What follows belongs to an exercise in optimizing a design on an open flow for a short achievable clock period and few clock cycles per item; a production flow would make more cautious choices.
Function was checked by simulation only, so behaviour that the tests miss may differ from the original.
Power and IR drop assume default switching activity.

==> inputs of xenon <==
==> flow/design.v (excerpt) <==
module cache_ctrl_fsm #(
  parameter int ADDR_W   = 32,
  parameter int INDEX_W  = 4,
  parameter int OFFSET_W = 4
) (
  input  logic                clk_i,
  input  logic                rst_i,
  input  logic                cpu_req_i,
  input  logic                cpu_we_i,
  input  logic [ADDR_W-1:0]   cpu_addr_i,
  output logic                cpu_ready_o,
  output logic                cpu_hit_o,
  output logic                busy_o,
  input  logic [1:0]          lru_way_i,
  output logic                lru_update_o,
  output logic [INDEX_W-1:0]  lru_set_o,
  output logic [1:0]          lru_access_way_o,
  output logic                mem_req_o,
  output logic                mem_we_o,
  output logic [ADDR_W-1:0]   mem_addr_o,
  input  logic                mem_ack_i,
  output logic                fill_pulse_o,
  output logic [15:0]         hit_count_o,
  output logic [15:0]         miss_count_o
);
export LEC_CHECK = 0
export CAP_MARGIN = 20
export CORE_MARGIN = 2
export CORE_UTILIZATION = 40
export SLEW_MARGIN = 20
create_clock -name core_clock -period 8.0 [get_ports {clk_i}]
run.sh (not shown) runs the stock make flow with config.mk's settings and CLKGATE_MAP_FILE= SYNTH_SCRIPT=/design/flow/synth_recipe.tcl, a recipe that flattens the netlist after the stock synthesis.
==> pepper (differences from xenon) <==
--- a/flow/design.v
+++ b/flow/design.v
@@ -23,19 +23,31 @@
   output logic [15:0]         hit_count_o,
   output logic [15:0]         miss_count_o
 );
   localparam int TAG_W = ADDR_W - INDEX_W - OFFSET_W;
   localparam int SETS  = 1 << INDEX_W;
-  localparam int QW    = 3;             
+  localparam int QW    = 4;             
   localparam int QD    = 1 << QW;       
   logic [TAG_W-1:0]   tag_mem_q [SETS][4];
   logic [3:0]         valid_q   [SETS];
   logic [3:0]         dirty_q   [SETS];
   logic [5:0]         lru_q     [SETS];    
   logic               r_valid_q, r_we_q;
   logic [TAG_W-1:0]   r_tag_q;
   logic [INDEX_W-1:0] r_set_q;
+  logic [SETS-1:0]    r_soh_q;            
+  logic               b_valid_q, b_we_q;
+  logic [TAG_W-1:0]   b_tag_q;
+  logic [INDEX_W-1:0] b_set_q;
+  logic [3:0]         b_vld_q, b_dty_q;
+  logic [3:0]         b_m_q [SETS];       
+  logic [SETS-1:0]    b_soh_q;
+  logic               b_fa_q, b_fa_teq_q;  
+  logic [1:0]         b_fa_way_q;
+  logic [5:0]         b_lru_q;
+  logic [TAG_W-1:0]   b_tags_q [4];
+  logic               b_seq_q, b_teq_q;   
   logic               u_valid_q, u_hit_q, u_we_q;
   logic [INDEX_W-1:0] u_set_q;
   logic [1:0]         u_way_q;
   logic [TAG_W-1:0]   u_tag_q;
   logic               cq_hit_q [QD];
@@ -56,30 +68,72 @@
   logic               cpu_ready_q, cpu_hit_q, fill_pulse_q;
   logic [INDEX_W-1:0] out_set_q;
   logic [1:0]         out_way_q;
   logic               unused_s;
   assign unused_s = ^{cpu_addr_i[OFFSET_W-1:0], lru_way_i};
-  logic               fwd_s;
-  logic [3:0]         fw_s, valid_s, dirty_s, match_s;
+  logic [3:0]         rv_s, rd_s;
+  logic [TAG_W-1:0]   rt_s [4];
+  logic [5:0]         rl_s;
+  logic               fa_s;
+  logic [3:0]         faw_s;
+  logic [3:0]         a_vld_s, a_dty_s;
+  logic [TAG_W-1:0]   a_tags_s [4];
+  logic [5:0]         a_lru_s;
+  always_comb begin
+    for (int w = 0; w < 4; w++) begin
+      rv_s[w] = 1'b0;
+      rd_s[w] = 1'b0;
+      rt_s[w] = '0;
+      for (int s = 0; s < SETS; s++) begin
+        rv_s[w] = rv_s[w] | (r_soh_q[s] & valid_q[s][w]);
+        rd_s[w] = rd_s[w] | (r_soh_q[s] & dirty_q[s][w]);
+        rt_s[w] = rt_s[w] | ({TAG_W{r_soh_q[s]}} & tag_mem_q[s][w]);
+      end
+    end
+    rl_s = '0;
+    for (int s = 0; s < SETS; s++) rl_s = rl_s | ({6{r_soh_q[s]}} & lru_q[s]);
+    fa_s = u_valid_q && (u_set_q == r_set_q);
+    for (int w = 0; w < 4; w++) begin
+      faw_s[w]     = fa_s && (u_way_q == 2'(w));
+      a_vld_s[w]   = rv_s[w] | faw_s[w];
+      a_dty_s[w]   = faw_s[w] ? ((u_hit_q & rd_s[w]) | u_we_q) : rd_s[w];
+      a_tags_s[w]  = faw_s[w] ? u_tag_q : rt_s[w];
+    end
+    a_lru_s = rl_s;
+    if (fa_s) begin
+      case (u_way_q)
+        2'd0: begin a_lru_s[0] = 1'b0; a_lru_s[1] = 1'b0; a_lru_s[2] = 1'b0; end
+        2'd1: begin a_lru_s[0] = 1'b1; a_lru_s[3] = 1'b0; a_lru_s[4] = 1'b0; end
+        2'd2: begin a_lru_s[1] = 1'b1; a_lru_s[3] = 1'b1; a_lru_s[5] = 1'b0; end
+        default: begin a_lru_s[2] = 1'b1; a_lru_s[4] = 1'b1; a_lru_s[5] = 1'b1; end
+      endcase
+    end
+  end
+  logic               fb_s;
+  logic [3:0]         am_s, a_match_s;
+  logic [3:0]         fbw_s, valid_s, dirty_s, match_s;
   logic [TAG_W-1:0]   tag_s [4];
   logic [5:0]         lru_s;
-  logic               hit_s, full_s, vdirty_s, u_tag_eq_s;
+  logic               hit_s, full_s, vdirty_s;
   logic [1:0]         hit_way_s, inv_way_s, old_way_s, victim_s, way_s;
   logic [TAG_W-1:0]   vtag_s;
   always_comb begin
-    fwd_s      = u_valid_q && (u_set_q == r_set_q);
-    u_tag_eq_s = (u_tag_q == r_tag_q);
     for (int w = 0; w < 4; w++) begin
-      fw_s[w]    = fwd_s && (u_way_q == 2'(w));
-      tag_s[w]   = fw_s[w] ? u_tag_q : tag_mem_q[r_set_q][w];
-      valid_s[w] = valid_q[r_set_q][w] | fw_s[w];
-      dirty_s[w] = fw_s[w] ? ((u_hit_q & dirty_q[r_set_q][w]) | u_we_q) : dirty_q[r_set_q][w];
-      match_s[w] = fw_s[w] ? u_tag_eq_s
-                           : (valid_q[r_set_q][w] && (tag_mem_q[r_set_q][w] == r_tag_q));
-    end
-    lru_s = lru_q[r_set_q];
-    if (fwd_s) begin
+      am_s[w] = 1'b0;
+      for (int s = 0; s < SETS; s++) am_s[w] = am_s[w] | (b_soh_q[s] & b_m_q[s][w]);
+      a_match_s[w] = (b_fa_q && (b_fa_way_q == 2'(w))) ? b_fa_teq_q : am_s[w];
+    end
+    fb_s = u_valid_q && b_seq_q;
+    for (int w = 0; w < 4; w++) begin
+      fbw_s[w]   = fb_s && (u_way_q == 2'(w));
+      tag_s[w]   = fbw_s[w] ? u_tag_q : b_tags_q[w];
+      valid_s[w] = b_vld_q[w] | fbw_s[w];
+      dirty_s[w] = fbw_s[w] ? ((u_hit_q & b_dty_q[w]) | u_we_q) : b_dty_q[w];
+      match_s[w] = fbw_s[w] ? b_teq_q : a_match_s[w];
+    end
+    lru_s = b_lru_q;
+    if (fb_s) begin
       case (u_way_q)
         2'd0: begin lru_s[0] = 1'b0; lru_s[1] = 1'b0; lru_s[2] = 1'b0; end
         2'd1: begin lru_s[0] = 1'b1; lru_s[3] = 1'b0; lru_s[4] = 1'b0; end
         2'd2: begin lru_s[1] = 1'b1; lru_s[3] = 1'b1; lru_s[5] = 1'b0; end
         default: begin lru_s[2] = 1'b1; lru_s[4] = 1'b1; lru_s[5] = 1'b1; end
@@ -104,15 +158,13 @@
     way_s    = hit_s ? hit_way_s : victim_s;
   end
   logic               cq_head_hit_s, can_complete_s, accept_s, mem_free_s, read_ack_s;
   logic               cand_req_s, cand_we_s, take_s, cur_wb_s;
   logic [ADDR_W-1:0]  cand_addr_s, take_rd_addr_s;
-  logic [QW:0]        left_s;
   assign cq_head_hit_s  = cq_hit_q[cq_rd_q[QW-1:0]];
   assign can_complete_s = (cq_wr_q != cq_rd_q) && (cq_head_hit_s || (rd_done_q != '0));
   assign accept_s       = cpu_req_i && !busy_q;
-  assign left_s         = inflight_q - {{QW{1'b0}}, can_complete_s};
   assign mem_free_s  = !mem_req_q || mem_ack_i;
   assign read_ack_s  = mem_req_q && !mem_we_q && mem_ack_i;
   assign cur_wb_s    = mem_req_q && mem_we_q;
   always_comb begin
     take_rd_addr_s = {mq_tag_q[mq_st_q[QW-1:0]], mq_set_q[mq_st_q[QW-1:0]], {OFFSET_W{1'b0}}};
@@ -150,66 +202,94 @@
   end
   always_ff @(posedge clk_i) begin
     r_we_q  <= cpu_we_i;
     r_tag_q <= cpu_addr_i[ADDR_W-1 -: TAG_W];
     r_set_q <= cpu_addr_i[OFFSET_W +: INDEX_W];
+    for (int s = 0; s < SETS; s++) r_soh_q[s] <= (cpu_addr_i[OFFSET_W +: INDEX_W] == INDEX_W'(s));
+    b_we_q    <= r_we_q;
+    b_tag_q   <= r_tag_q;
+    b_set_q   <= r_set_q;
+    for (int s = 0; s < SETS; s++)
+      for (int w = 0; w < 4; w++)
+        b_m_q[s][w] <= valid_q[s][w] & (tag_mem_q[s][w] == r_tag_q);
+    b_soh_q    <= r_soh_q;
+    b_fa_q     <= fa_s;
+    b_fa_way_q <= u_way_q;
+    b_fa_teq_q <= (u_tag_q == r_tag_q);
+    b_vld_q   <= a_vld_s;
+    b_dty_q   <= a_dty_s;
+    b_lru_q   <= a_lru_s;
+    for (int w = 0; w < 4; w++) b_tags_q[w] <= a_tags_s[w];
+    b_seq_q   <= (b_set_q == r_set_q);
+    b_teq_q   <= (b_tag_q == r_tag_q);
     u_hit_q <= hit_s;
-    u_we_q  <= r_we_q;
-    u_set_q <= r_set_q;
+    u_we_q  <= b_we_q;
+    u_set_q <= b_set_q;
     u_way_q <= way_s;
-    u_tag_q <= r_tag_q;
-    if (r_valid_q) begin
+    u_tag_q <= b_tag_q;
+    if (b_valid_q) begin
       cq_hit_q[cq_wr_q[QW-1:0]]  <= hit_s;
-      cq_set_q[cq_wr_q[QW-1:0]]  <= r_set_q;
+      cq_set_q[cq_wr_q[QW-1:0]]  <= b_set_q;
       cq_way_q[cq_wr_q[QW-1:0]]  <= way_s;
       mq_wb_q[mq_wr_q[QW-1:0]]   <= vdirty_s;
       mq_vtag_q[mq_wr_q[QW-1:0]] <= vtag_s;
-      mq_tag_q[mq_wr_q[QW-1:0]]  <= r_tag_q;
-      mq_set_q[mq_wr_q[QW-1:0]]  <= r_set_q;
+      mq_tag_q[mq_wr_q[QW-1:0]]  <= b_tag_q;
+      mq_set_q[mq_wr_q[QW-1:0]]  <= b_set_q;
     end
     if (take_s && mem_free_s) pend_addr_q <= take_rd_addr_s;
     out_set_q <= cq_set_q[cq_rd_q[QW-1:0]];
     out_way_q <= cq_way_q[cq_rd_q[QW-1:0]];
-    if (mem_free_s) begin
-      mem_we_q   <= cand_we_s;
-      mem_addr_q <= cand_addr_s;
-    end
   end
   always_ff @(posedge clk_i) begin
     if (rst_i) begin
       r_valid_q    <= 1'b0;
+      b_valid_q    <= 1'b0;
       u_valid_q    <= 1'b0;
       cq_wr_q      <= '0;
       cq_rd_q      <= '0;
       mq_wr_q      <= '0;
       mq_st_q      <= '0;
       mem_req_q    <= 1'b0;
+      mem_we_q     <= 1'b0;
+      mem_addr_q   <= '0;
       rd_done_q    <= '0;
       inflight_q   <= '0;
       busy_q       <= 1'b0;
       cpu_ready_q  <= 1'b0;
       cpu_hit_q    <= 1'b0;
       fill_pulse_q <= 1'b0;
     end else begin
       r_valid_q <= accept_s;
-      u_valid_q <= r_valid_q;
-      if (r_valid_q) begin
+      b_valid_q <= r_valid_q;
+      u_valid_q <= b_valid_q;
+      if (b_valid_q) begin
         cq_wr_q <= cq_wr_q + 1'b1;
         if (!hit_s) mq_wr_q <= mq_wr_q + 1'b1;
       end
       if (mem_free_s) begin
-        mem_req_q <= cand_req_s;
+        mem_req_q  <= cand_req_s;
+        mem_we_q   <= cand_we_s;
+        mem_addr_q <= cand_addr_s;
         if (take_s) mq_st_q <= mq_st_q + 1'b1;
       end
-      rd_done_q <= rd_done_q + {{QW{1'b0}}, read_ack_s}
-                             - {{QW{1'b0}}, can_complete_s && !cq_head_hit_s};
+      case ({read_ack_s, can_complete_s && !cq_head_hit_s})
+        2'b10:   rd_done_q <= rd_done_q + 1'b1;
+        2'b01:   rd_done_q <= rd_done_q - 1'b1;
+        default: rd_done_q <= rd_done_q;
+      endcase
       if (can_complete_s) cq_rd_q <= cq_rd_q + 1'b1;
       cpu_ready_q  <= can_complete_s;
       cpu_hit_q    <= can_complete_s && cq_head_hit_s;
       fill_pulse_q <= can_complete_s && !cq_head_hit_s;
-      inflight_q   <= left_s + {{QW{1'b0}}, accept_s};
-      busy_q       <= accept_s ? (left_s >= (QW+1)'(QD - 1)) : (left_s >= (QW+1)'(QD));
+      case ({accept_s, can_complete_s})
+        2'b10:   inflight_q <= inflight_q + 1'b1;
+        2'b01:   inflight_q <= inflight_q - 1'b1;
+        default: inflight_q <= inflight_q;
+      endcase
+      busy_q <= (accept_s && !can_complete_s) ? (inflight_q >= (QW+1)'(QD - 1))
+              : (accept_s || !can_complete_s) ? (inflight_q >= (QW+1)'(QD))
+              : 1'b0;
     end
   end
   assign cpu_ready_o      = cpu_ready_q;
   assign cpu_hit_o        = cpu_hit_q;
   assign busy_o           = busy_q;
ABC_CLOCK_PERIOD_IN_PS = 2500   (was unset)
SETUP_SLACK_MARGIN = 5   (was unset)
==> run notes <==
metric	xenon	pepper
Seq/total area	63.7%	56.9%
Worst rel slew slack	20.5%	19.7%
Overall die height	502 µm	585 µm
Post-Route Utilization	45.8%	47.8%
Number of rows created at floorplan	182	213
Routed met2 length	126 mm	235 mm
Cell Area, Placed	105000 µm²	142000 µm²
Total routing resource utilization after global routing	21.4%	31.2%
Share of the synthesized netlist area taken by xor and xnor gates	1.69%	10.7%
Capture point of the critical path	mq_vtag_q[5][20]	mq_vtag_q[0][3]
Worst hold path depth	2	0
H-Tree Depth	4	5
Status	no timing/DRC/antenna violations	no timing/DRC/antenna violations
Highest routing layer actually used	met4	met5
Slowest cell on crit path	sky130_fd_sc_hd__dfxtp_4	sky130_fd_sc_hd__or3_4
Routed Wire Length	271 mm	555 mm
Core ar.	246000 µm²	336000 µm²
Clock buffers	302	468
Overall via count from detail_route	52664	92755
Starting Density	40.3%	40.1%
Setup slack after placement	2350 ps	2920 ps
DP HPWL	158 mm	333 mm
Testbench counts of xenon, summed over its fixed seeds: cycles 96,160, accesses 48,000.
Testbench counts of pepper, summed over its fixed seeds: cycles 93,308, accesses 48,000.


==> run F <==
Another version of the RTL of cache_ctrl_fsm (not shown whole).
// cache_ctrl_fsm
module cache_ctrl_fsm #(
  parameter int ADDR_W   = 32,
  parameter int INDEX_W  = 4,
  parameter int OFFSET_W = 4
) (
  input  logic                clk_i,
  input  logic                rst_i,
  input  logic                cpu_req_i,
  input  logic                cpu_we_i,
  input  logic [ADDR_W-1:0]   cpu_addr_i,
  output logic                cpu_ready_o,
  output logic                cpu_hit_o,
  output logic                busy_o,
  input  logic [1:0]          lru_way_i,
  output logic                lru_update_o,
  output logic [INDEX_W-1:0]  lru_set_o,
  output logic [1:0]          lru_access_way_o,
  output logic                mem_req_o,
  output logic                mem_we_o,
  output logic [ADDR_W-1:0]   mem_addr_o,
  input  logic                mem_ack_i,
  output logic                fill_pulse_o,
  output logic [15:0]         hit_count_o,
  output logic [15:0]         miss_count_o
);
Settings: LEC_CHECK=0, ABC_CLOCK_PERIOD_IN_PS=2500, CAP_MARGIN=20, CORE_MARGIN=2, CORE_UTILIZATION=40, SETUP_SLACK_MARGIN=5, SLEW_MARGIN=20; clock period 8.0 ns.
==> run E: changes against run F <==
==> flow/design.v (replaced) <==
module cache_ctrl_fsm #(
  parameter int ADDR_W   = 32,
  parameter int INDEX_W  = 4,
  parameter int OFFSET_W = 4
) (
  input  logic                clk_i,
  input  logic                rst_i,
  input  logic                cpu_req_i,
  input  logic                cpu_we_i,
  input  logic [ADDR_W-1:0]   cpu_addr_i,
  output logic                cpu_ready_o,
  output logic                cpu_hit_o,
  output logic                busy_o,
  input  logic [1:0]          lru_way_i,
  output logic                lru_update_o,
  output logic [INDEX_W-1:0]  lru_set_o,
  output logic [1:0]          lru_access_way_o,
  output logic                mem_req_o,
  output logic                mem_we_o,
  output logic [ADDR_W-1:0]   mem_addr_o,
  input  logic                mem_ack_i,
  output logic                fill_pulse_o,
  output logic [15:0]         hit_count_o,
  output logic [15:0]         miss_count_o
);
  localparam int TAG_W = ADDR_W - INDEX_W - OFFSET_W;
  localparam int SETS  = 1 << INDEX_W;
  localparam int QW    = 4;             
  localparam int QD    = 1 << QW;       
  logic [TAG_W-1:0]   tag_mem_q [SETS][4];
  logic [3:0]         valid_q   [SETS];
  logic [3:0]         dirty_q   [SETS];
  logic [5:0]         lru_q     [SETS];    
  logic               r_valid_q, r_we_q;
  logic [TAG_W-1:0]   r_tag_q;
  logic [INDEX_W-1:0] r_set_q;
  logic [SETS-1:0]    r_soh_q;            
  logic               b_valid_q, b_we_q;
  logic [TAG_W-1:0]   b_tag_q;
  logic [INDEX_W-1:0] b_set_q;
  logic [3:0]         b_vld_q, b_dty_q;
  logic [3:0]         b_ml_q [SETS];      
  logic [3:0]         b_mh_q [SETS];      
  logic [SETS-1:0]    b_soh_q;
  logic               b_fa_q, b_fa_teq_q;  
  logic [1:0]         b_fa_way_q;
  logic [5:0]         b_lru_q;
  logic               b_seq_q, b_teq_q;   
  logic               u_valid_q, u_hit_q, u_we_q, u_vdirty_q;
  logic [INDEX_W-1:0] u_set_q;
  logic [1:0]         u_way_q;
  logic [TAG_W-1:0]   u_tag_q;
  logic [3:0]         u_lvoh_q [SETS];     
  logic [TAG_W-1:0]   u_otag_s;            
  logic               cq_hit_q [QD];
  logic [INDEX_W-1:0] cq_set_q [QD];
  logic [1:0]         cq_way_q [QD];
  logic [QW:0]        cq_wr_q;
  logic [QD-1:0]      cq_v_q;              
  logic [QD-1:0]      cq_rdoh_q;           
  logic               mq_wb_q   [QD];
  logic [TAG_W-1:0]   mq_vtag_q [QD];
  logic [TAG_W-1:0]   mq_tag_q  [QD];
  logic [INDEX_W-1:0] mq_set_q  [QD];
  logic [QW:0]        mq_wr_q, mq_st_q;
  logic [QD-1:0]      mq_weoh_q;           
  logic               mem_req_q, mem_we_q;
  logic [ADDR_W-1:0]  mem_addr_q;
  logic [ADDR_W-1:0]  pend_addr_q;
  logic [QD-1:0]      rd_done_q;           
  logic [QD-1:0]      inflight_q;          
  logic               busy_q;
  logic               cpu_ready_q, cpu_hit_q, fill_pulse_q;
  logic [INDEX_W-1:0] out_set_q;
  logic [1:0]         out_way_q;
  logic               unused_s;
  assign unused_s = ^{cpu_addr_i[OFFSET_W-1:0], lru_way_i};
  logic [3:0]         rv_s, rd_s;
  logic [5:0]         rl_s;
  logic               fa_s;
  logic [3:0]         faw_s;
  logic [3:0]         a_vld_s, a_dty_s;
  logic [5:0]         a_lru_s;
  always_comb begin
    for (int w = 0; w < 4; w++) begin
      rv_s[w] = 1'b0;
      rd_s[w] = 1'b0;
      for (int s = 0; s < SETS; s++) begin
        rv_s[w] = rv_s[w] | (r_soh_q[s] & valid_q[s][w]);
        rd_s[w] = rd_s[w] | (r_soh_q[s] & dirty_q[s][w]);
      end
    end
    rl_s = '0;
    for (int s = 0; s < SETS; s++) rl_s = rl_s | ({6{r_soh_q[s]}} & lru_q[s]);
    fa_s = u_valid_q && (u_set_q == r_set_q);
    for (int w = 0; w < 4; w++) begin
      faw_s[w]     = fa_s && (u_way_q == 2'(w));
      a_vld_s[w]   = rv_s[w] | faw_s[w];
      a_dty_s[w]   = faw_s[w] ? ((u_hit_q & rd_s[w]) | u_we_q) : rd_s[w];
    end
    a_lru_s = rl_s;
    if (fa_s) begin
      case (u_way_q)
        2'd0: begin a_lru_s[0] = 1'b0; a_lru_s[1] = 1'b0; a_lru_s[2] = 1'b0; end
        2'd1: begin a_lru_s[0] = 1'b1; a_lru_s[3] = 1'b0; a_lru_s[4] = 1'b0; end
        2'd2: begin a_lru_s[1] = 1'b1; a_lru_s[3] = 1'b1; a_lru_s[5] = 1'b0; end
        default: begin a_lru_s[2] = 1'b1; a_lru_s[4] = 1'b1; a_lru_s[5] = 1'b1; end
      endcase
    end
  end
  logic               fb_s;
  logic [3:0]         am_s, a_match_s;
  logic [3:0]         fbw_s, valid_s, dirty_s, match_s;
  logic [5:0]         lru_s;
  logic               hit_s, full_s, vdirty_s;
  logic [1:0]         hit_way_s, inv_way_s, old_way_s, victim_s, way_s;
  always_comb begin
    for (int w = 0; w < 4; w++) begin
      am_s[w] = 1'b0;
      for (int s = 0; s < SETS; s++) am_s[w] = am_s[w] | (b_soh_q[s] & b_ml_q[s][w] & b_mh_q[s][w]);
      a_match_s[w] = (b_fa_q && (b_fa_way_q == 2'(w))) ? b_fa_teq_q : am_s[w];
    end
    fb_s = u_valid_q && b_seq_q;
    for (int w = 0; w < 4; w++) begin
      fbw_s[w]   = fb_s && (u_way_q == 2'(w));
      valid_s[w] = b_vld_q[w] | fbw_s[w];
      dirty_s[w] = fbw_s[w] ? ((u_hit_q & b_dty_q[w]) | u_we_q) : b_dty_q[w];
      match_s[w] = fbw_s[w] ? b_teq_q : a_match_s[w];
    end
    lru_s = b_lru_q;
    if (fb_s) begin
      case (u_way_q)
        2'd0: begin lru_s[0] = 1'b0; lru_s[1] = 1'b0; lru_s[2] = 1'b0; end
        2'd1: begin lru_s[0] = 1'b1; lru_s[3] = 1'b0; lru_s[4] = 1'b0; end
        2'd2: begin lru_s[1] = 1'b1; lru_s[3] = 1'b1; lru_s[5] = 1'b0; end
        default: begin lru_s[2] = 1'b1; lru_s[4] = 1'b1; lru_s[5] = 1'b1; end
      endcase
    end
    if (lru_s[0] & lru_s[1] & lru_s[2])        old_way_s = 2'd0;
    else if (!lru_s[0] & lru_s[3] & lru_s[4])  old_way_s = 2'd1;
    else if (!lru_s[1] & !lru_s[3] & lru_s[5]) old_way_s = 2'd2;
    else                                       old_way_s = 2'd3;
    hit_s     = |match_s;
    hit_way_s = {match_s[2] | match_s[3], match_s[1] | match_s[3]};
    casez (valid_s)
      4'b???0: inv_way_s = 2'd0;
      4'b??01: inv_way_s = 2'd1;
      4'b?011: inv_way_s = 2'd2;
      default: inv_way_s = 2'd3;
    endcase
    full_s   = &valid_s;
    victim_s = full_s ? old_way_s : inv_way_s;
    vdirty_s = valid_s[victim_s] & dirty_s[victim_s];
    way_s    = hit_s ? hit_way_s : victim_s;
  end
  always_comb begin
    u_otag_s = '0;
    for (int s = 0; s < SETS; s++)
      for (int w = 0; w < 4; w++)
        u_otag_s = u_otag_s | ({TAG_W{u_lvoh_q[s][w]}} & tag_mem_q[s][w]);
  end
  logic               cq_head_hit_s, can_complete_s, accept_s, mem_free_s, read_ack_s;
  logic               cand_req_s, cand_we_s, take_s, cur_wb_s;
  logic [ADDR_W-1:0]  cand_addr_s, take_rd_addr_s;
  logic               cq_head_v_s;
  logic [INDEX_W-1:0] cq_head_set_s;
  logic [1:0]         cq_head_way_s;
  always_comb begin
    cq_head_hit_s = 1'b0;
    cq_head_v_s   = 1'b0;
    cq_head_set_s = '0;
    cq_head_way_s = '0;
    for (int i = 0; i < QD; i++) begin
      cq_head_hit_s = cq_head_hit_s | (cq_rdoh_q[i] & cq_hit_q[i]);
      cq_head_v_s   = cq_head_v_s   | (cq_rdoh_q[i] & cq_v_q[i]);
      cq_head_set_s = cq_head_set_s | ({INDEX_W{cq_rdoh_q[i]}} & cq_set_q[i]);
      cq_head_way_s = cq_head_way_s | ({2{cq_rdoh_q[i]}} & cq_way_q[i]);
    end
  end
  assign can_complete_s = cq_head_v_s && (cq_head_hit_s || rd_done_q[0]);
  assign accept_s       = cpu_req_i && !busy_q;
  assign mem_free_s  = !mem_req_q || mem_ack_i;
  assign read_ack_s  = mem_req_q && !mem_we_q && mem_ack_i;
  assign cur_wb_s    = mem_req_q && mem_we_q;
  always_comb begin
    take_rd_addr_s = {mq_tag_q[mq_st_q[QW-1:0]], mq_set_q[mq_st_q[QW-1:0]], {OFFSET_W{1'b0}}};
    take_s         = 1'b0;
    if (cur_wb_s) begin
      cand_req_s  = 1'b1;
      cand_we_s   = 1'b0;
      cand_addr_s = pend_addr_q;
    end else if (mq_wr_q != mq_st_q) begin
      take_s      = 1'b1;
      cand_req_s  = 1'b1;
      cand_we_s   = mq_wb_q[mq_st_q[QW-1:0]];
      cand_addr_s = cand_we_s ? {mq_vtag_q[mq_st_q[QW-1:0]], mq_set_q[mq_st_q[QW-1:0]], {OFFSET_W{1'b0}}}
                              : take_rd_addr_s;
    end else if (u_valid_q && !u_hit_q) begin
      take_s         = 1'b1;
      cand_req_s     = 1'b1;
      cand_we_s      = u_vdirty_q;
      take_rd_addr_s = {u_tag_q, u_set_q, {OFFSET_W{1'b0}}};
      cand_addr_s    = u_vdirty_q ? {u_otag_s, u_set_q, {OFFSET_W{1'b0}}} : take_rd_addr_s;
    end else begin
      cand_req_s  = 1'b0;
      cand_we_s   = 1'b0;
      cand_addr_s = mem_addr_q;
    end
  end
  always_ff @(posedge clk_i) begin
    if (rst_i) begin
      for (int s = 0; s < SETS; s++) valid_q[s] <= 4'd0;
    end else if (u_valid_q) begin
      valid_q[u_set_q][u_way_q] <= 1'b1;
    end
  end
  always_ff @(posedge clk_i) begin
    if (u_valid_q) begin
      dirty_q[u_set_q][u_way_q] <= (u_hit_q & dirty_q[u_set_q][u_way_q]) | u_we_q;
      if (!u_hit_q) tag_mem_q[u_set_q][u_way_q] <= u_tag_q;
      case (u_way_q)
        2'd0: begin lru_q[u_set_q][0] <= 1'b0; lru_q[u_set_q][1] <= 1'b0; lru_q[u_set_q][2] <= 1'b0; end
        2'd1: begin lru_q[u_set_q][0] <= 1'b1; lru_q[u_set_q][3] <= 1'b0; lru_q[u_set_q][4] <= 1'b0; end
        2'd2: begin lru_q[u_set_q][1] <= 1'b1; lru_q[u_set_q][3] <= 1'b1; lru_q[u_set_q][5] <= 1'b0; end
        default: begin lru_q[u_set_q][2] <= 1'b1; lru_q[u_set_q][4] <= 1'b1; lru_q[u_set_q][5] <= 1'b1; end
      endcase
    end
  end
  always_ff @(posedge clk_i) begin
    r_we_q  <= cpu_we_i;
    r_tag_q <= cpu_addr_i[ADDR_W-1 -: TAG_W];
    r_set_q <= cpu_addr_i[OFFSET_W +: INDEX_W];
    for (int s = 0; s < SETS; s++) r_soh_q[s] <= (cpu_addr_i[OFFSET_W +: INDEX_W] == INDEX_W'(s));
    b_we_q    <= r_we_q;
    b_tag_q   <= r_tag_q;
    b_set_q   <= r_set_q;
    for (int s = 0; s < SETS; s++)
      for (int w = 0; w < 4; w++)
      begin
        b_ml_q[s][w] <= valid_q[s][w] & (tag_mem_q[s][w][TAG_W/2-1:0] == r_tag_q[TAG_W/2-1:0]);
        b_mh_q[s][w] <= (tag_mem_q[s][w][TAG_W-1:TAG_W/2] == r_tag_q[TAG_W-1:TAG_W/2]);
      end
    b_soh_q    <= r_soh_q;
    b_fa_q     <= fa_s;
    b_fa_way_q <= u_way_q;
    b_fa_teq_q <= (u_tag_q == r_tag_q);
    b_vld_q   <= a_vld_s;
    b_dty_q   <= a_dty_s;
    b_lru_q   <= a_lru_s;
    b_seq_q   <= (b_set_q == r_set_q);
    b_teq_q   <= (b_tag_q == r_tag_q);
    u_hit_q <= hit_s;
    u_vdirty_q <= vdirty_s;
    u_we_q  <= b_we_q;
    u_set_q <= b_set_q;
    u_way_q <= way_s;
    u_tag_q <= b_tag_q;
    for (int s = 0; s < SETS; s++)
      for (int w = 0; w < 4; w++) u_lvoh_q[s][w] <= b_soh_q[s] && (victim_s == 2'(w));
    if (b_valid_q) begin
      cq_hit_q[cq_wr_q[QW-1:0]]  <= hit_s;
      cq_set_q[cq_wr_q[QW-1:0]]  <= b_set_q;
      cq_way_q[cq_wr_q[QW-1:0]]  <= way_s;
    end
    for (int i = 0; i < QD; i++) begin
      if (mq_weoh_q[i]) begin
        mq_wb_q[i]   <= u_vdirty_q;
        mq_vtag_q[i] <= u_otag_s;
        mq_tag_q[i]  <= u_tag_q;
        mq_set_q[i]  <= u_set_q;
      end
    end
    if (take_s && mem_free_s) pend_addr_q <= take_rd_addr_s;
    out_set_q <= cq_head_set_s;
    out_way_q <= cq_head_way_s;
  end
  always_ff @(posedge clk_i) begin
    if (rst_i) begin
      r_valid_q    <= 1'b0;
      b_valid_q    <= 1'b0;
      u_valid_q    <= 1'b0;
      cq_wr_q      <= '0;
      cq_v_q       <= '0;
      cq_rdoh_q    <= QD'(1);
      mq_wr_q      <= '0;
      mq_weoh_q    <= '0;
      mq_st_q      <= '0;
      mem_req_q    <= 1'b0;
      mem_we_q     <= 1'b0;
      mem_addr_q   <= '0;
      rd_done_q    <= '0;
      inflight_q   <= '0;
      busy_q       <= 1'b0;
      cpu_ready_q  <= 1'b0;
      cpu_hit_q    <= 1'b0;
      fill_pulse_q <= 1'b0;
    end else begin
      r_valid_q <= accept_s;
      b_valid_q <= r_valid_q;
      u_valid_q <= b_valid_q;
      if (u_valid_q && !u_hit_q) mq_wr_q <= mq_wr_q + 1'b1;
      for (int i = 0; i < QD; i++)
        mq_weoh_q[i] <= b_valid_q && ((mq_wr_q[QW-1:0] + QW'(u_valid_q && !u_hit_q)) == QW'(i));
      if (b_valid_q) begin
        cq_wr_q <= cq_wr_q + 1'b1;
      end
      if (mem_free_s) begin
        mem_req_q  <= cand_req_s;
        mem_we_q   <= cand_we_s;
        mem_addr_q <= cand_addr_s;
        if (take_s) mq_st_q <= mq_st_q + 1'b1;
      end
      case ({read_ack_s, can_complete_s && !cq_head_hit_s})
        2'b10:   rd_done_q <= {rd_done_q[QD-2:0], 1'b1};
        2'b01:   rd_done_q <= {1'b0, rd_done_q[QD-1:1]};
        default: rd_done_q <= rd_done_q;
      endcase
      for (int i = 0; i < QD; i++)
        cq_v_q[i] <= (b_valid_q && (cq_wr_q[QW-1:0] == QW'(i)))
                   | (cq_v_q[i] && !(can_complete_s && cq_rdoh_q[i]));
      if (can_complete_s) cq_rdoh_q <= {cq_rdoh_q[QD-2:0], cq_rdoh_q[QD-1]};
      cpu_ready_q  <= can_complete_s;
      cpu_hit_q    <= can_complete_s && cq_head_hit_s;
      fill_pulse_q <= can_complete_s && !cq_head_hit_s;
      case ({accept_s, can_complete_s})
        2'b10:   inflight_q <= {inflight_q[QD-2:0], 1'b1};
        2'b01:   inflight_q <= {1'b0, inflight_q[QD-1:1]};
        default: inflight_q <= inflight_q;
      endcase
      busy_q <= (accept_s && !can_complete_s) ? inflight_q[QD-2]
              : (accept_s || !can_complete_s) ? inflight_q[QD-1]
              : 1'b0;
    end
  end
  assign cpu_ready_o      = cpu_ready_q;
  assign cpu_hit_o        = cpu_hit_q;
  assign busy_o           = busy_q;
  assign lru_update_o     = cpu_ready_q;
  assign lru_set_o        = out_set_q;
  assign lru_access_way_o = out_way_q;
  assign mem_req_o        = mem_req_q;
  assign mem_we_o         = mem_we_q;
  assign mem_addr_o       = mem_addr_q;
  assign fill_pulse_o     = fill_pulse_q;
  logic [15:0] hit_cnt_q, miss_cnt_q;
  always_ff @(posedge clk_i) begin
    if (rst_i) begin
      hit_cnt_q  <= 16'd0;
      miss_cnt_q <= 16'd0;
    end else if (cpu_ready_q) begin
      if (cpu_hit_q) begin
        if (hit_cnt_q != 16'hFFFF) hit_cnt_q <= hit_cnt_q + 16'd1;
      end else begin
        if (miss_cnt_q != 16'hFFFF) miss_cnt_q <= miss_cnt_q + 16'd1;
      end
    end
  end
  assign hit_count_o  = hit_cnt_q;
  assign miss_count_o = miss_cnt_q;
endmodule
==> run A: changes against run F <==
--- a/flow/design.v
+++ b/flow/design.v
@@ -34,15 +34,19 @@
   logic               r_valid_q, r_we_q;
   logic [TAG_W-1:0]   r_tag_q;
   logic [INDEX_W-1:0] r_set_q;
   logic [SETS-1:0]    r_soh_q;            
   logic               b_valid_q, b_we_q;
   logic [TAG_W-1:0]   b_tag_q;
   logic [INDEX_W-1:0] b_set_q;
-  logic [3:0]         b_match_q, b_vld_q, b_dty_q;
+  logic [3:0]         b_vld_q, b_dty_q;
+  logic [3:0]         b_m_q [SETS];       
+  logic [SETS-1:0]    b_soh_q;
+  logic               b_fa_q, b_fa_teq_q;  
+  logic [1:0]         b_fa_way_q;
   logic [5:0]         b_lru_q;
   logic [TAG_W-1:0]   b_tags_q [4];
   logic               b_seq_q, b_teq_q;   
   logic               u_valid_q, u_hit_q, u_we_q;
   logic [INDEX_W-1:0] u_set_q;
   logic [1:0]         u_way_q;
   logic [TAG_W-1:0]   u_tag_q;
@@ -62,41 +66,38 @@
   logic [QW:0]        inflight_q;
   logic               busy_q;
   logic               cpu_ready_q, cpu_hit_q, fill_pulse_q;
   logic [INDEX_W-1:0] out_set_q;
   logic [1:0]         out_way_q;
   logic               unused_s;
   assign unused_s = ^{cpu_addr_i[OFFSET_W-1:0], lru_way_i};
-  logic [3:0]         am_s, rv_s, rd_s;
+  logic [3:0]         rv_s, rd_s;
   logic [TAG_W-1:0]   rt_s [4];
   logic [5:0]         rl_s;
   logic               fa_s;
   logic [3:0]         faw_s;
-  logic [3:0]         a_match_s, a_vld_s, a_dty_s;
+  logic [3:0]         a_vld_s, a_dty_s;
   logic [TAG_W-1:0]   a_tags_s [4];
   logic [5:0]         a_lru_s;
   always_comb begin
     for (int w = 0; w < 4; w++) begin
-      am_s[w] = 1'b0;
       rv_s[w] = 1'b0;
       rd_s[w] = 1'b0;
       rt_s[w] = '0;
       for (int s = 0; s < SETS; s++) begin
-        am_s[w] = am_s[w] | (r_soh_q[s] & valid_q[s][w] & (tag_mem_q[s][w] == r_tag_q));
         rv_s[w] = rv_s[w] | (r_soh_q[s] & valid_q[s][w]);
         rd_s[w] = rd_s[w] | (r_soh_q[s] & dirty_q[s][w]);
         rt_s[w] = rt_s[w] | ({TAG_W{r_soh_q[s]}} & tag_mem_q[s][w]);
       end
     end
     rl_s = '0;
     for (int s = 0; s < SETS; s++) rl_s = rl_s | ({6{r_soh_q[s]}} & lru_q[s]);
     fa_s = u_valid_q && (u_set_q == r_set_q);
     for (int w = 0; w < 4; w++) begin
       faw_s[w]     = fa_s && (u_way_q == 2'(w));
-      a_match_s[w] = faw_s[w] ? (u_tag_q == r_tag_q) : am_s[w];
       a_vld_s[w]   = rv_s[w] | faw_s[w];
       a_dty_s[w]   = faw_s[w] ? ((u_hit_q & rd_s[w]) | u_we_q) : rd_s[w];
       a_tags_s[w]  = faw_s[w] ? u_tag_q : rt_s[w];
     end
     a_lru_s = rl_s;
     if (fa_s) begin
       case (u_way_q)
@@ -104,28 +105,34 @@
         2'd1: begin a_lru_s[0] = 1'b1; a_lru_s[3] = 1'b0; a_lru_s[4] = 1'b0; end
         2'd2: begin a_lru_s[1] = 1'b1; a_lru_s[3] = 1'b1; a_lru_s[5] = 1'b0; end
         default: begin a_lru_s[2] = 1'b1; a_lru_s[4] = 1'b1; a_lru_s[5] = 1'b1; end
       endcase
     end
   end
   logic               fb_s;
+  logic [3:0]         am_s, a_match_s;
   logic [3:0]         fbw_s, valid_s, dirty_s, match_s;
   logic [TAG_W-1:0]   tag_s [4];
   logic [5:0]         lru_s;
   logic               hit_s, full_s, vdirty_s;
   logic [1:0]         hit_way_s, inv_way_s, old_way_s, victim_s, way_s;
   logic [TAG_W-1:0]   vtag_s;
   always_comb begin
+    for (int w = 0; w < 4; w++) begin
+      am_s[w] = 1'b0;
+      for (int s = 0; s < SETS; s++) am_s[w] = am_s[w] | (b_soh_q[s] & b_m_q[s][w]);
+      a_match_s[w] = (b_fa_q && (b_fa_way_q == 2'(w))) ? b_fa_teq_q : am_s[w];
+    end
     fb_s = u_valid_q && b_seq_q;
     for (int w = 0; w < 4; w++) begin
       fbw_s[w]   = fb_s && (u_way_q == 2'(w));
       tag_s[w]   = fbw_s[w] ? u_tag_q : b_tags_q[w];
       valid_s[w] = b_vld_q[w] | fbw_s[w];
       dirty_s[w] = fbw_s[w] ? ((u_hit_q & b_dty_q[w]) | u_we_q) : b_dty_q[w];
-      match_s[w] = fbw_s[w] ? b_teq_q : b_match_q[w];
+      match_s[w] = fbw_s[w] ? b_teq_q : a_match_s[w];
     end
     lru_s = b_lru_q;
     if (fb_s) begin
       case (u_way_q)
         2'd0: begin lru_s[0] = 1'b0; lru_s[1] = 1'b0; lru_s[2] = 1'b0; end
         2'd1: begin lru_s[0] = 1'b1; lru_s[3] = 1'b0; lru_s[4] = 1'b0; end
         2'd2: begin lru_s[1] = 1'b1; lru_s[3] = 1'b1; lru_s[5] = 1'b0; end
@@ -199,15 +206,21 @@
     r_we_q  <= cpu_we_i;
     r_tag_q <= cpu_addr_i[ADDR_W-1 -: TAG_W];
     r_set_q <= cpu_addr_i[OFFSET_W +: INDEX_W];
     for (int s = 0; s < SETS; s++) r_soh_q[s] <= (cpu_addr_i[OFFSET_W +: INDEX_W] == INDEX_W'(s));
     b_we_q    <= r_we_q;
     b_tag_q   <= r_tag_q;
     b_set_q   <= r_set_q;
-    b_match_q <= a_match_s;
+    for (int s = 0; s < SETS; s++)
+      for (int w = 0; w < 4; w++)
+        b_m_q[s][w] <= valid_q[s][w] & (tag_mem_q[s][w] == r_tag_q);
+    b_soh_q    <= r_soh_q;
+    b_fa_q     <= fa_s;
+    b_fa_way_q <= u_way_q;
+    b_fa_teq_q <= (u_tag_q == r_tag_q);
     b_vld_q   <= a_vld_s;
     b_dty_q   <= a_dty_s;
     b_lru_q   <= a_lru_s;
     for (int w = 0; w < 4; w++) b_tags_q[w] <= a_tags_s[w];
     b_seq_q   <= (b_set_q == r_set_q);
     b_teq_q   <= (b_tag_q == r_tag_q);
     u_hit_q <= hit_s;
==> notes <==
The lowest utilization belongs to run A, the highest to run E.
Via count: run E > run F > run A.
Against run F, the non-clock buffer count of run A is lower by 171.
Of run A and run F, run F has the higher wire length (gap 4.5%, measured against run F).
In run F the sequential power is lower than in run E, by about 4%.
Testbench counts of run F, summed over its fixed seeds: cycles 93,308, accesses 48,000.
Testbench counts of run E, summed over its fixed seeds: cycles 93,308, accesses 48,000.
Testbench counts of run A, summed over its fixed seeds: cycles 93,308, accesses 48,000.

==> port drivers added, routing unchanged <==
The flow's constraints put no driver on any port. The routed layouts listed below were extracted and timed again, unchanged, in two steps. Step 1 sets driving cells, clkbuf_16 on the clock port and buf_2 on the other inputs (assumed; they add their load-dependent delay and slew). Step 2 also shifts input and output timing later by t, the mid clock arrival at the registers, as if the neighbouring blocks saw the same clock. a / b / c = no drivers / after step 1 / after step 2; a / b = the first two.
| run | t (ns) | setup WS [ns] | clock arrival spread, ns | slew at the worst register clock pin (ns) | cell pins on the clock port's net |
|---|---|---|---|---|---|
| xenon | 0.961 | 2.110 / 2.110 / 2.110 | 0.091 / 0.092 | 0.07 / 0.07 | 1 |
| pepper | 1.039 | 4.749 / 4.749 / 3.993 | 0.058 / 0.058 | 0.07 / 0.07 | 1 |
| run F | 0.984 | 4.574 / 4.574 / 3.994 | 0.089 / 0.089 | 0.08 / 0.08 | 1 |
| run E | 1.050 | 4.713 / 4.713 / 4.215 | 0.057 / 0.057 | 0.07 / 0.07 | 1 |
| run A | 1.028 | 4.821 / 4.752 / 3.901 | 0.047 / 0.047 | 0.07 / 0.07 | 1 |
After both steps setup and hold are still met in every run listed. For run A, which loses most, drivers alone change the setup slack by -0.069 ns; drivers and shift together by -0.920 ns.
